Source: an optimization exercise on an open RTL-to-GDS flow (aim: small area, a short achievable clock period and few clock cycles). Production flows keep margins and buffers that such runs may drop. Function was checked by simulation only, so behaviour that the tests miss may differ from the original. No activity file was given, so power comes from the tool's default toggle rates.

## design.v

```verilog
package rc4_pkg;
  localparam logic [2:0] ST_RUN   = 3'd0;   
  localparam logic [2:0] ST_DRAIN = 3'd1;
  localparam logic [2:0] ST_KSA   = 3'd4;   
  localparam logic [2:0] ST_BWD   = 3'd5;   
  localparam logic [2:0] ST_PREPB = 3'd6;   
endpackage
module rc4_ctrl (
  input  logic       clk_i,
  input  logic       rst_ni,
  input  logic       push_i,
  input  logic [7:0] data_i,
  input  logic       pop_i,
  output logic       valid_o,
  output logic [7:0] data_o
);
  localparam int N = 7;
  logic [7:0] q_q [N];
  logic [2:0] cnt_q, cnt_d, wpos;
  logic       valid_q;
  assign cnt_d = cnt_q + 3'(push_i) - 3'(pop_i);
  assign wpos  = pop_i ? (cnt_q - 3'd1) : cnt_q;
  always_ff @(posedge clk_i or negedge rst_ni) begin
    if (!rst_ni) begin
      cnt_q   <= 3'd0;
      valid_q <= 1'b0;
    end else begin
      cnt_q   <= cnt_d;
      valid_q <= (cnt_d != 3'd0);
    end
  end
  always_ff @(posedge clk_i) begin
    for (int k = 0; k < N; k++) begin
      if (push_i && wpos == 3'(k))  q_q[k] <= data_i;
      else if (pop_i && k < N - 1)  q_q[k] <= q_q[(k < N - 1) ? k + 1 : k];
    end
  end
  assign valid_o = valid_q;
  assign data_o  = q_q[0];
endmodule
module rc4_datapath (
  input  logic       clk_i,
  input  logic       init_i,      
  input  logic       we_j_i,
  input  logic [7:0] idx_j_i,     
  input  logic [7:0] idx_jw_i,    
  input  logic [7:0] wd_j_i,
  input  logic       we_i_i,
  input  logic [7:0] idx_i_i,
  input  logic [7:0] wd_i_i,
  input  logic [7:0] idx_a_i,
  input  logic [7:0] idx_c_i,
  output logic [7:0] rd_a_o,
  output logic [7:0] rd_b_o,      
  output logic [7:0] rd_c_o
);
  logic [2047:0] s_q;
  logic [255:0]  dec_j, dec_i;
  logic [255:0]  col [8];
  function automatic logic [255:0] onehot(input logic [7:0] x);
    logic [15:0] lo, hi;
    logic [255:0] r;
    lo = 16'd1 << x[3:0];
    hi = 16'd1 << x[7:4];
    for (int k = 0; k < 256; k++) r[k] = hi[k/16] & lo[k%16];
    onehot = r;
  endfunction
  assign dec_j = onehot(idx_jw_i);
  assign dec_i = onehot(idx_i_i);
  always_comb begin
    for (int b = 0; b < 8; b++)
      for (int e = 0; e < 256; e++) col[b][e] = s_q[8*e+b];
  end
  always_comb begin
    for (int b = 0; b < 8; b++) begin
      rd_a_o[b] = col[b][idx_a_i];
      rd_b_o[b] = col[b][idx_j_i];
      rd_c_o[b] = col[b][idx_c_i];
    end
  end
  genvar g;
  generate
    for (g = 0; g < 256; g++) begin : g_slot
      logic sj, si, sh;
      logic [7:0] d;
      assign sj = we_j_i && !init_i && dec_j[g];
      assign si = we_i_i && !init_i && dec_i[g] && !sj;
      assign sh = !init_i && !sj && !si;
      assign d = ({8{init_i}} & 8'(g))
               | ({8{sj}} & wd_j_i)
               | ({8{si}} & wd_i_i)
               | ({8{sh}} & s_q[8*g +: 8]);
      always_ff @(posedge clk_i) s_q[8*g +: 8] <= d;
    end
  endgenerate
endmodule
module rc4_stream_cipher_unit (
  input  logic        clk_i,
  input  logic        rst_ni,
  input  logic        in_valid_i,
  output logic        in_stall_o,
  input  logic [7:0]  data_in_i,
  input  logic        first_of_message_i,
  output logic        out_valid_o,
  input  logic        out_stall_i,
  output logic [7:0]  data_out_o,
  input  logic        cfg_valid_i,
  output logic        cfg_ready_o,
  input  logic [2:0]  cfg_index_i,
  input  logic [63:0] cfg_data_i
);
  logic [63:0] key_lo_q, key_hi_q;
  logic [4:0]  klen_q;
  logic        use_rc4_q;
  logic [7:0]  xor_q;
  logic        cfg_key_wr;
  assign cfg_ready_o = 1'b1;
  assign cfg_key_wr  = cfg_valid_i && (cfg_index_i <= 3'd2);
  always_ff @(posedge clk_i or negedge rst_ni) begin
    if (!rst_ni) begin
      key_lo_q  <= '0;
      key_hi_q  <= '0;
      klen_q    <= 5'd16;
      use_rc4_q <= 1'b1;
      xor_q     <= '0;
    end else if (cfg_valid_i) begin
      case (cfg_index_i)
        3'd0: key_lo_q  <= cfg_data_i;
        3'd1: key_hi_q  <= cfg_data_i;
        3'd2: klen_q    <= cfg_data_i[4:0];
        3'd3: use_rc4_q <= cfg_data_i[0];
        3'd4: xor_q     <= cfg_data_i[7:0];
        default: ;
      endcase
    end
  end
  logic [3:0]   lenm1, lenm1_q;
  logic [127:0] key;
  always_comb begin
    if (klen_q == 5'd0)       lenm1 = 4'd0;
    else if (klen_q > 5'd16)  lenm1 = 4'd15;
    else                      lenm1 = 4'(klen_q - 5'd1);
  end
  assign key = {key_hi_q, key_lo_q};
  logic [2:0] st_q, st_d;
  logic       vE_q, fE_q, xE_q, doneE_q, tgt_q, cok_q;
  logic [7:0] dE_q;
  logic [8:0] n_q;
  logic [2:0] occ_q;
  logic [7:0] inext_q, jk_q, p_q, a_q, pa_q;
  logic [3:0] kidx_q;
  logic [7:0] kb_q;
  logic       w1_q, b1_q, v1_q, x1_q;
  logic [7:0] j1_q, jw_q, p1_q, i1_q, d1_q;
  logic       w2_q, f2_q, v2_q, x2_q;
  logic [7:0] i2_q, r2_q, p2_q, j2_q, d2_q;
  logic       v3_q, x3_q;
  logic [7:0] t3_q, d3_q;
  logic       v4_q;
  logic [7:0] r4_q;
  logic is_run, is_drain, is_init, is_ksa, is_bwd, is_prepb;
  assign is_run   = (st_q == rc4_pkg::ST_RUN);
  assign is_drain = (st_q == rc4_pkg::ST_DRAIN);
  logic clear;
  assign clear    = (st_q == rc4_pkg::ST_DRAIN) && !w1_q && !w2_q;
  assign is_init  = clear && tgt_q;
  assign is_ksa   = (st_q == rc4_pkg::ST_KSA);
  logic bsel_q, bsel_d;
  assign is_bwd   = bsel_q;
  assign is_prepb = (st_q == rc4_pkg::ST_PREPB);
  logic [7:0] rd_a, rd_b, rd_c;
  rc4_datapath u_datapath (
    .clk_i   (clk_i),
    .init_i  (is_init),
    .we_j_i  (w1_q),
    .idx_j_i (j1_q),
    .idx_jw_i(jw_q),
    .wd_j_i  (p1_q),
    .we_i_i  (w2_q),
    .idx_i_i (i2_q),
    .wd_i_i  (r2_q),
    .idx_a_i (pa_q),
    .idx_c_i (t3_q),
    .rd_a_o  (rd_a),
    .rd_b_o  (rd_b),
    .rd_c_o  (rd_c)
  );
  logic run_e, xor_e, fwd_e, rst_e, ksa_e, step, ksa_last, bwd_last;
  logic [7:0] jc, isucc, afix, pn;
  assign run_e    = is_run && vE_q;
  assign xor_e    = run_e && xE_q;
  assign fwd_e    = run_e && !xE_q && (!fE_q || doneE_q);
  assign rst_e    = run_e && !xE_q && fE_q && !doneE_q && !(cok_q && n_q == 9'd0);
  assign ksa_e    = is_ksa;
  assign step     = fwd_e || ksa_e;
  assign ksa_last = ksa_e && (inext_q == 8'd255);
  assign bwd_last = is_bwd && (n_q == 9'd1);
  assign jc    = jk_q + p_q;
  assign isucc = ksa_last ? 8'd1 : inext_q + 8'd1;
  assign afix  = (w1_q && jw_q == isucc) ? p1_q :
                 (f2_q && j2_q == isucc) ? p2_q : a_q;
  assign pn    = (jc == isucc) ? p_q : afix;
  logic [7:0] rfix, cfix, res;
  assign rfix = (w2_q && j1_q == i2_q) ? r2_q : rd_b;
  logic [7:0] bfix, afb, r2_d;
  assign bfix = (b1_q && w1_q && jw_q == j1_q) ? p1_q : rfix;
  assign afb  = (w1_q && jw_q == pa_q) ? p1_q : rd_a;
  assign r2_d = is_bwd ? bfix : rfix;
  logic [511:0] lg_q;
  logic [7:0]   lg_top;
  assign lg_top = lg_q[7:0];
  assign cfix = (f2_q && j2_q == t3_q) ? r2_q : rd_c;
  assign res  = x3_q ? d3_q : (d3_q ^ cfix);
  logic pop, can_acc, acc;
  assign pop     = out_valid_o && !out_stall_i;
  logic can_acc_q, can_acc_d;
  logic [2:0] occ_d;
  assign can_acc = can_acc_q;
  assign acc     = in_valid_i && can_acc;
  assign in_stall_o = !can_acc;
  logic       vE_d, fE_d, xE_d, doneE_d, cok_d, tgt_d;
  logic [8:0] n_d;
  always_comb begin
    vE_d    = vE_q;
    fE_d    = fE_q;
    xE_d    = xE_q;
    doneE_d = doneE_q;
    if (xor_e || fwd_e) vE_d = 1'b0;
    if (acc) begin
      vE_d    = 1'b1;
      fE_d    = first_of_message_i;
      xE_d    = !use_rc4_q;
      doneE_d = 1'b0;
    end
    if (ksa_last || bwd_last) doneE_d = 1'b1;
    if (run_e && !xE_q && fE_q && !doneE_q && cok_q && n_q == 9'd0) doneE_d = 1'b1;
  end
  always_comb begin
    n_d   = n_q;
    cok_d = cok_q;
    if (fwd_e) begin
      n_d = n_q + 9'd1;
      if (n_q == 9'd64) cok_d = 1'b0;
    end
    if (is_bwd)   n_d = n_q - 9'd1;
    if (ksa_last) begin
      n_d   = 9'd0;
      cok_d = 1'b1;
    end
    if (cfg_key_wr) cok_d = 1'b0;
  end
  assign tgt_d = rst_e ? !cok_q : tgt_q;
  always_comb begin
    st_d = st_q;
    case (st_q)
      rc4_pkg::ST_RUN:   if (rst_e) st_d = rc4_pkg::ST_DRAIN;
      rc4_pkg::ST_DRAIN: if (clear) st_d = tgt_q ? rc4_pkg::ST_KSA :
                                           bwd_last ? rc4_pkg::ST_PREPB : rc4_pkg::ST_BWD;
      rc4_pkg::ST_KSA:   if (ksa_last) st_d = rc4_pkg::ST_RUN;
      rc4_pkg::ST_BWD:   st_d = bwd_last ? rc4_pkg::ST_PREPB : rc4_pkg::ST_BWD;
      rc4_pkg::ST_PREPB: st_d = rc4_pkg::ST_RUN;
      default:           st_d = rc4_pkg::ST_RUN;
    endcase
  end
  logic step_nx, ksa_nx;
  assign ksa_nx  = (st_d == rc4_pkg::ST_KSA);
  assign step_nx = ksa_nx ||
                   ((st_d == rc4_pkg::ST_RUN) && vE_d && !xE_d && (!fE_d || doneE_d));
  logic w1_d, w2_d;
  assign w1_d  = step || is_bwd;
  assign w2_d  = is_bwd || (w1_q && !b1_q);
  assign occ_d = occ_q + 3'(acc) - 3'(pop);
  assign bsel_d = (st_d == rc4_pkg::ST_BWD) ||
                  ((st_d == rc4_pkg::ST_DRAIN) && !w1_d && !w2_d && !tgt_d);
  assign can_acc_d = (!vE_d || ((st_d == rc4_pkg::ST_RUN) &&
                                (xE_d || !fE_d || doneE_d))) && (occ_d != 3'd7);
  logic [7:0] inext_d, jk_d, p_d, pa_d, kb_d;
  logic [3:0] kidx_d;
  always_comb begin
    inext_d = inext_q;
    jk_d    = jk_q;
    p_d     = p_q;
    kidx_d  = kidx_q;
    kb_d    = kb_q;
    if (step) begin
      inext_d = isucc;
      p_d     = pn;
      jk_d    = jc;
    end
    if (ksa_e) begin
      kidx_d = (kidx_q == lenm1_q) ? 4'd0 : kidx_q + 4'd1;
      kb_d   = key[{kidx_d, 3'b000} +: 8];
      jk_d   = ksa_last ? 8'd0 : jc + kb_q;
    end
    if (is_init) begin
      inext_d = 8'd0;
      p_d     = 8'd0;
      kidx_d  = (lenm1_q == 4'd0) ? 4'd0 : 4'd1;
      kb_d    = key[{kidx_d, 3'b000} +: 8];
      jk_d    = key[7:0];
    end
    if (bwd_last) begin
      inext_d = 8'd1;
      p_d     = bfix;
      jk_d    = 8'd0;
    end
  end
  logic [7:0] pa_s, pa_n;
  always_comb begin
    if (ksa_nx && inext_d == 8'd254)      pa_s = 8'd1;
    else if (ksa_nx && inext_d == 8'd255) pa_s = 8'd2;
    else                                  pa_s = inext_d + 8'd2;
    pa_n = inext_d + 8'd1;
    pa_d = step_nx ? pa_s : pa_n;
    if (rst_e || (is_drain && !clear)) pa_d = inext_q - 8'd1;
    if (is_bwd) pa_d = bwd_last ? 8'd2 : pa_q - 8'd1;
  end
  always_ff @(posedge clk_i or negedge rst_ni) begin
    if (!rst_ni) begin
      st_q  <= rc4_pkg::ST_RUN;
      vE_q  <= 1'b0;
      cok_q <= 1'b0;
      occ_q <= 3'd0;
      w1_q  <= 1'b0;
      w2_q  <= 1'b0;
      bsel_q    <= 1'b0;
      can_acc_q <= 1'b1;
      f2_q  <= 1'b0;
      v1_q  <= 1'b0;
      v2_q  <= 1'b0;
      v3_q  <= 1'b0;
      v4_q  <= 1'b0;
    end else begin
      st_q  <= st_d;
      vE_q  <= vE_d;
      cok_q <= cok_d;
      occ_q <= occ_d;
      w1_q  <= w1_d;
      w2_q  <= w2_d;
      bsel_q    <= bsel_d;
      can_acc_q <= can_acc_d;
      f2_q  <= w1_q;
      v1_q  <= xor_e || fwd_e;
      v2_q  <= v1_q;
      v3_q  <= v2_q;
      v4_q  <= v3_q;
    end
  end
  always_ff @(posedge clk_i) begin
    if (acc) dE_q <= data_in_i;
    fE_q    <= fE_d;
    xE_q    <= xE_d;
    doneE_q <= doneE_d;
    tgt_q   <= tgt_d;
    n_q     <= n_d;
    inext_q <= inext_d;
    jk_q    <= jk_d;
    p_q     <= p_d;
    a_q     <= is_init ? 8'd1 : rd_a;
    pa_q    <= pa_d;
    kidx_q  <= kidx_d;
    kb_q    <= kb_d;
    lenm1_q <= lenm1;
    if (step)        j1_q <= jc;
    else if (rst_e || (is_drain && !clear)) j1_q <= jk_q;
    else if (is_bwd) j1_q <= lg_top;
    if (step)        jw_q <= jc;
    else if (is_bwd) jw_q <= j1_q;
    b1_q <= is_bwd;
    p1_q <= is_bwd ? afb : p_q;
    i1_q <= inext_q;
    x1_q <= xor_e;
    d1_q <= xor_e ? (dE_q ^ xor_q) : dE_q;
    i2_q <= is_bwd ? pa_q : i1_q;
    r2_q <= r2_d;
    p2_q <= p1_q;
    j2_q <= jw_q;
    x2_q <= x1_q;
    d2_q <= d1_q;
    t3_q <= r2_q + p2_q;
    x3_q <= x2_q;
    d3_q <= d2_q;
    r4_q <= res;
  end
  logic [511:0] lg_d;
  logic         lg_hold;
  assign lg_hold = !fwd_e && !is_bwd;
  assign lg_d = ({512{fwd_e}} & {lg_q[503:0], jk_q})
              | ({512{is_bwd}} & {8'd0, lg_q[511:8]})
              | ({512{lg_hold}} & lg_q);
  always_ff @(posedge clk_i) lg_q <= lg_d;
  rc4_ctrl u_out (
    .clk_i   (clk_i),
    .rst_ni  (rst_ni),
    .push_i  (v4_q),
    .data_i  (r4_q),
    .pop_i   (pop),
    .valid_o (out_valid_o),
    .data_o  (data_out_o)
  );
endmodule
```

## run.sh

```bash
#!/bin/bash
# synth_recipe.tcl (not shown) runs the flow's synth.tcl, then flattens the netlist and writes it again
# the make line also repeats each setting of config.mk as NAME=value (left out here)
make -C /OpenROAD-flow-scripts/flow DESIGN_CONFIG=/design/flow/config.mk WORK_HOME=/design/flow/orfs CLKGATE_MAP_FILE= SYNTH_SCRIPT=/design/flow/synth_recipe.tcl finish
```

## config.mk

```make
export PLATFORM = sky130hd
export DESIGN_NAME = rc4_stream_cipher_unit
export DESIGN_NICKNAME = rc4_stream_cipher_unit
export VERILOG_FILES = /design/flow/design.v
export SDC_FILE = /design/flow/constraint.sdc
export NUM_CORES = 4
export LEC_CHECK = 0
export ABC_CLOCK_PERIOD_IN_PS = 3500
export CAP_MARGIN = 35
export CELL_PAD_IN_SITES_DETAIL_PLACEMENT = 1
export CELL_PAD_IN_SITES_GLOBAL_PLACEMENT = 1
export CORE_MARGIN = 2
export CORE_UTILIZATION = 45
export PLACE_DENSITY = 0.6
export SETUP_SLACK_MARGIN = 3.3
export SLEW_MARGIN = 35
```

## constraint.sdc

```tcl
create_clock -name core_clock -period 7.0 [get_ports {clk_i}]
set_input_delay 1.4000 -clock core_clock [delete_from_list [all_inputs] [get_ports {clk_i}]]
set_output_delay 1.4000 -clock core_clock [all_outputs]
set_load 0.01 [all_outputs]
```

==> run notes <==
cell families (layout without fill, tap and decap cells):
family	count (synthesis)	after routing	synth area share (%)
fa+ha+maj	43	43	0.346
flops	2964	2964	36.8
mux	1961	1961	23.3
buf+inv	2562	2305	6.09
other cells	1	62	0.00226
xor+xnor	124	124	0.662
compound gates	3922	3922	19.2
simple gates	5347	5350	13.5
what timing repair did:
action,in CTS,in global routing
pin swaps,47,64
setup endpoints to repair,1512,819
cloned,29,11
resized for setup,531,266
buffers inserted,115,50
critical path, delay by kind of cell (launching register included):
kind / cells / cell delay (ns)
DFF: 1 / 0.43
muxes: 2 / 0.86
buffers and inverters: 6 / 0.98
AOI/OAI and AO/OA: 5 / 1.61
placed cells by master, fill, tap and decap left out, types with 118 or more instances in the layout:
master / n
a21oi_1: 266
a221oi_1: 942
a222oi_1: 789
a22oi_1: 945
and3_1: 118
buf_4: 472
clkbuf_16: 365
dfrtp_1: 157
dfxtp_1: 2670
inv_1: 840
mux2_2: 221
mux2i_1: 207
mux4_2: 1507
nand2_1: 3359
nand3_1: 265
nor2_1: 521
nor2_2: 144
nor3_1: 245
nor3_2: 233
o21ai_0: 144
layout make-up:
type	instances	area share (%)
antenna	61	0.0796
tap	4837	3.16
clock buffer	507	5.32
inverter	849	1.67
multi-input combinational	11400	52.0
timing repair buffer	813	4.96
clock inverter	136	0.882
sequential	2964	32.0
state kept, by name, summed over array words and instances (netlist names), 9 cells and up:
register and count:
key_hi_q 64, key_lo_q 64, lg_q 512, n_q 9, u_datapath.s_q 2048, u_out.q_q 56
metal layers:
layer	global-route usage, %	share of wire, %	vias up	wire length, um
met5	0.155	0.043	-	397
met4	38.6	9.9	60	92400
met3	18.2	15	3913	137000
met2	67.5	41	14400	382000
met1	58.0	34	84700	321000
li1	-	-	64600	-
where the power goes:
| part | switching, mW | internal (mW) |
|---|---|---|
| registers | 8.96 | 22.8 |
| clock network | 8.25 | 11.1 |
| logic | 39.8 | 22.5 |
| total | 57.0 | 56.5 |
final timing paths:
path	startpoint	end	slack (ns)	cells past startpoint
max	j1_q[0]	p_q[1]	2.80	13
min	rst_ni	key_lo_q[32]	0.29	1
max reg2reg	j1_q[0]	p_q[1]	2.80	13
min reg2reg	d1_q[3]	d2_q[3]	0.33	0
max in group asynchronous	rst_ni	bsel_q	5.60	2
min in group core_clock	d1_q[3]	d2_q[3]	0.33	0
per-stage QoR:
stage | setup WS (ns) | hold slack (ns)
2_1_floorplan | 3.54 | 0.310
3_3_place_gp | 1.31 | 0.315
3_5_place_dp | 1.83 | 0.318
4_1_cts | 3.04 | 0.272
5_1_grt | 2.88 | 0.327
6_report | 2.80 | 0.286
==> flow_metrics.env <==
export IMPL_status="finished clean"
export IMPL_ant_nets=0
export IMPL_grt_start_max_net_pins=201
export IMPL_cp_max_fo=7
export IMPL_cp_slowest_cell="a211oi_4"
export IMPL_timing_fmax_mhz=238
export IMPL_postCtsHoldBufs=0
export IMPL_cts_tree="yes"
export IMPL_syn_to_final_growth_pct=15.4
export IMPL_wirelength_mm=932
export IMPL_postPlaceCellArea_mm2=0.173
export IMPL_path_cells="buf_6, buf_12, buf_16, buf_16, buf_4, mux4_2, mux2i_1, o211ai_1, a211oi_4, buf_4, o32ai_4, a222oi_1, o21ai_1"
export IMPL_grtUsageTotal_pct=47.8
export IMPL_clkSinkCount=2964
export IMPL_async_flop_share_pct=5.50
export IMPL_synth_area_leaders="dfxtp_1 32%, mux4_2 20%, nand2_1 7.7%, a221oi_1 5.3%, a222oi_1 4.8%"
export IMPL_vias=168000
export IMPL_syn_nets=17000
export IMPL_endpoint_kind="flop"
export IMPL_port_buffers=90
export IMPL_overflow=0
export IMPL_path_clk_slew_ns=0.07
export IMPL_nets=16500
export IMPL_finalWeightedCongestion=1.08
export IMPL_dpl_hpwl_mm=605
export IMPL_grt_pass1_wl_mm=1280
export IMPL_pwr_density_cell_mw_per_mm2=592
export IMPL_start_kind="flop"
export IMPL_vias_per_cell=7.78
export IMPL_ys_ff_latch=2964
export IMPL_initial_core_util_pct=45.1
export IMPL_regArea_mm2=0.0613
export IMPL_dpl_cell_count=20600
export IMPL_hp_class="primary input to asynchronous set/reset pin"
export IMPL_timing_final_max_slew_violations=0
export IMPL_worstMarginPinSlew_ns=1.26
export IMPL_netlist_top_cells_count="3391 x nand2_1, 2693 x dfxtp_1, 1507 x mux4_2"
export IMPL_dieArea_mm2=0.374
export IMPL_floorplan_core_area_mm2=0.368
export IMPL_p_leak_nw=78.2
export IMPL_io_pins=92
export IMPL_grt_pass1_vias=159000
export IMPL_grt_antenna_before_repair=85
export IMPL_drt_iter0_drc=31200
export IMPL_setup_viol=0
export IMPL_rows=223
export IMPL_finalCritPeriodShare_pct=59.9
export IMPL_drc=0
export IMPL_rsz0062_at_grt="true"
export IMPL_synth_edf_count=108
export IMPL_postLayoutCoreUtil_pct=52.1
export IMPL_ys_seq_area_share_pct=36.8
export IMPL_wire_per_inst_um=43.2
export IMPL_setup_tns_ns=0
export IMPL_finalClockSkew_ns=0.0773
export IMPL_clockBufferDepth=4
export IMPL_peakVddDrop_mv=0.352
export IMPL_insertion_delay_ns=1.03
export IMPL_cts_made_buffers=351
export IMPL_avgSynthCellArea_um2=9.82
export IMPL_fin_cells=21600
export IMPL_worstPathArrival_ns=4.91
export IMPL_drive_above_1_share_pct=23.2
export IMPL_finalCriticalPeriod_ns=4.20
export IMPL_post_synth_top_count_cell="nand2_1"
export IMPL_root_buffer="clkbuf_16"
export IMPL_synth_cell_types=101
export IMPL_hold_violations=0
export IMPL_fp_dieW_um=612
export IMPL_multiInputGateArea_mm2=0.0996
export IMPL_yosysTopAreaCellShare_pct=32.4
export IMPL_yosysTopAreaCell="dfxtp_1"
export IMPL_worstPathRequired_ns=7.71
export IMPL_synthFlopType="dfxtp_1"
export IMPL_dr_pass1_iters=15
export IMPL_finish_instance_area_mm2=0.192
export IMPL_ctsHtreeMaxLevel=5
export IMPL_netlist_area_mm2=0.166
export IMPL_fillers=39200
export IMPL_yosys_warnings=5
export IMPL_die_height_um=612
export IMPL_path_class="flop to flop"
export IMPL_maxCapViolCount=0
export IMPL_slew_headroom_pct=15.8
export IMPL_synth_cells=16900
export IMPL_power_mw=114
export IMPL_slowest_delay_ns=0.67
Testbench counts, summed over its fixed seeds: cycles 15,442.

[re-timing with driven ports]
The flow's constraints put no driver on any port. The routed layout listed below was extracted and timed again, unchanged, in two steps. Step 1: set_driving_cell puts a clkbuf_16 on clk_i and a buf_2 on each other input, an assumption about the parent block. Step 2 adds t to the input delays and takes it off the output delays; t is the mean of the earliest and latest rising clock arrival at the registers after step 1. Input paths then give back, and output paths get back, about the clock's delay inside the block. Slacks: ideal ports / drivers / drivers and shift; pairs: ideal ports / drivers.
t (ns): 1.116
setup slack, ns: 2.804 / 2.804 / 2.605
worst setup path at the end: input to register
pins driven straight from the clock port: 1
After both steps this run still meets setup and hold. For this run, drivers alone change the setup slack by 0.000 ns; drivers and shift together by -0.199 ns.
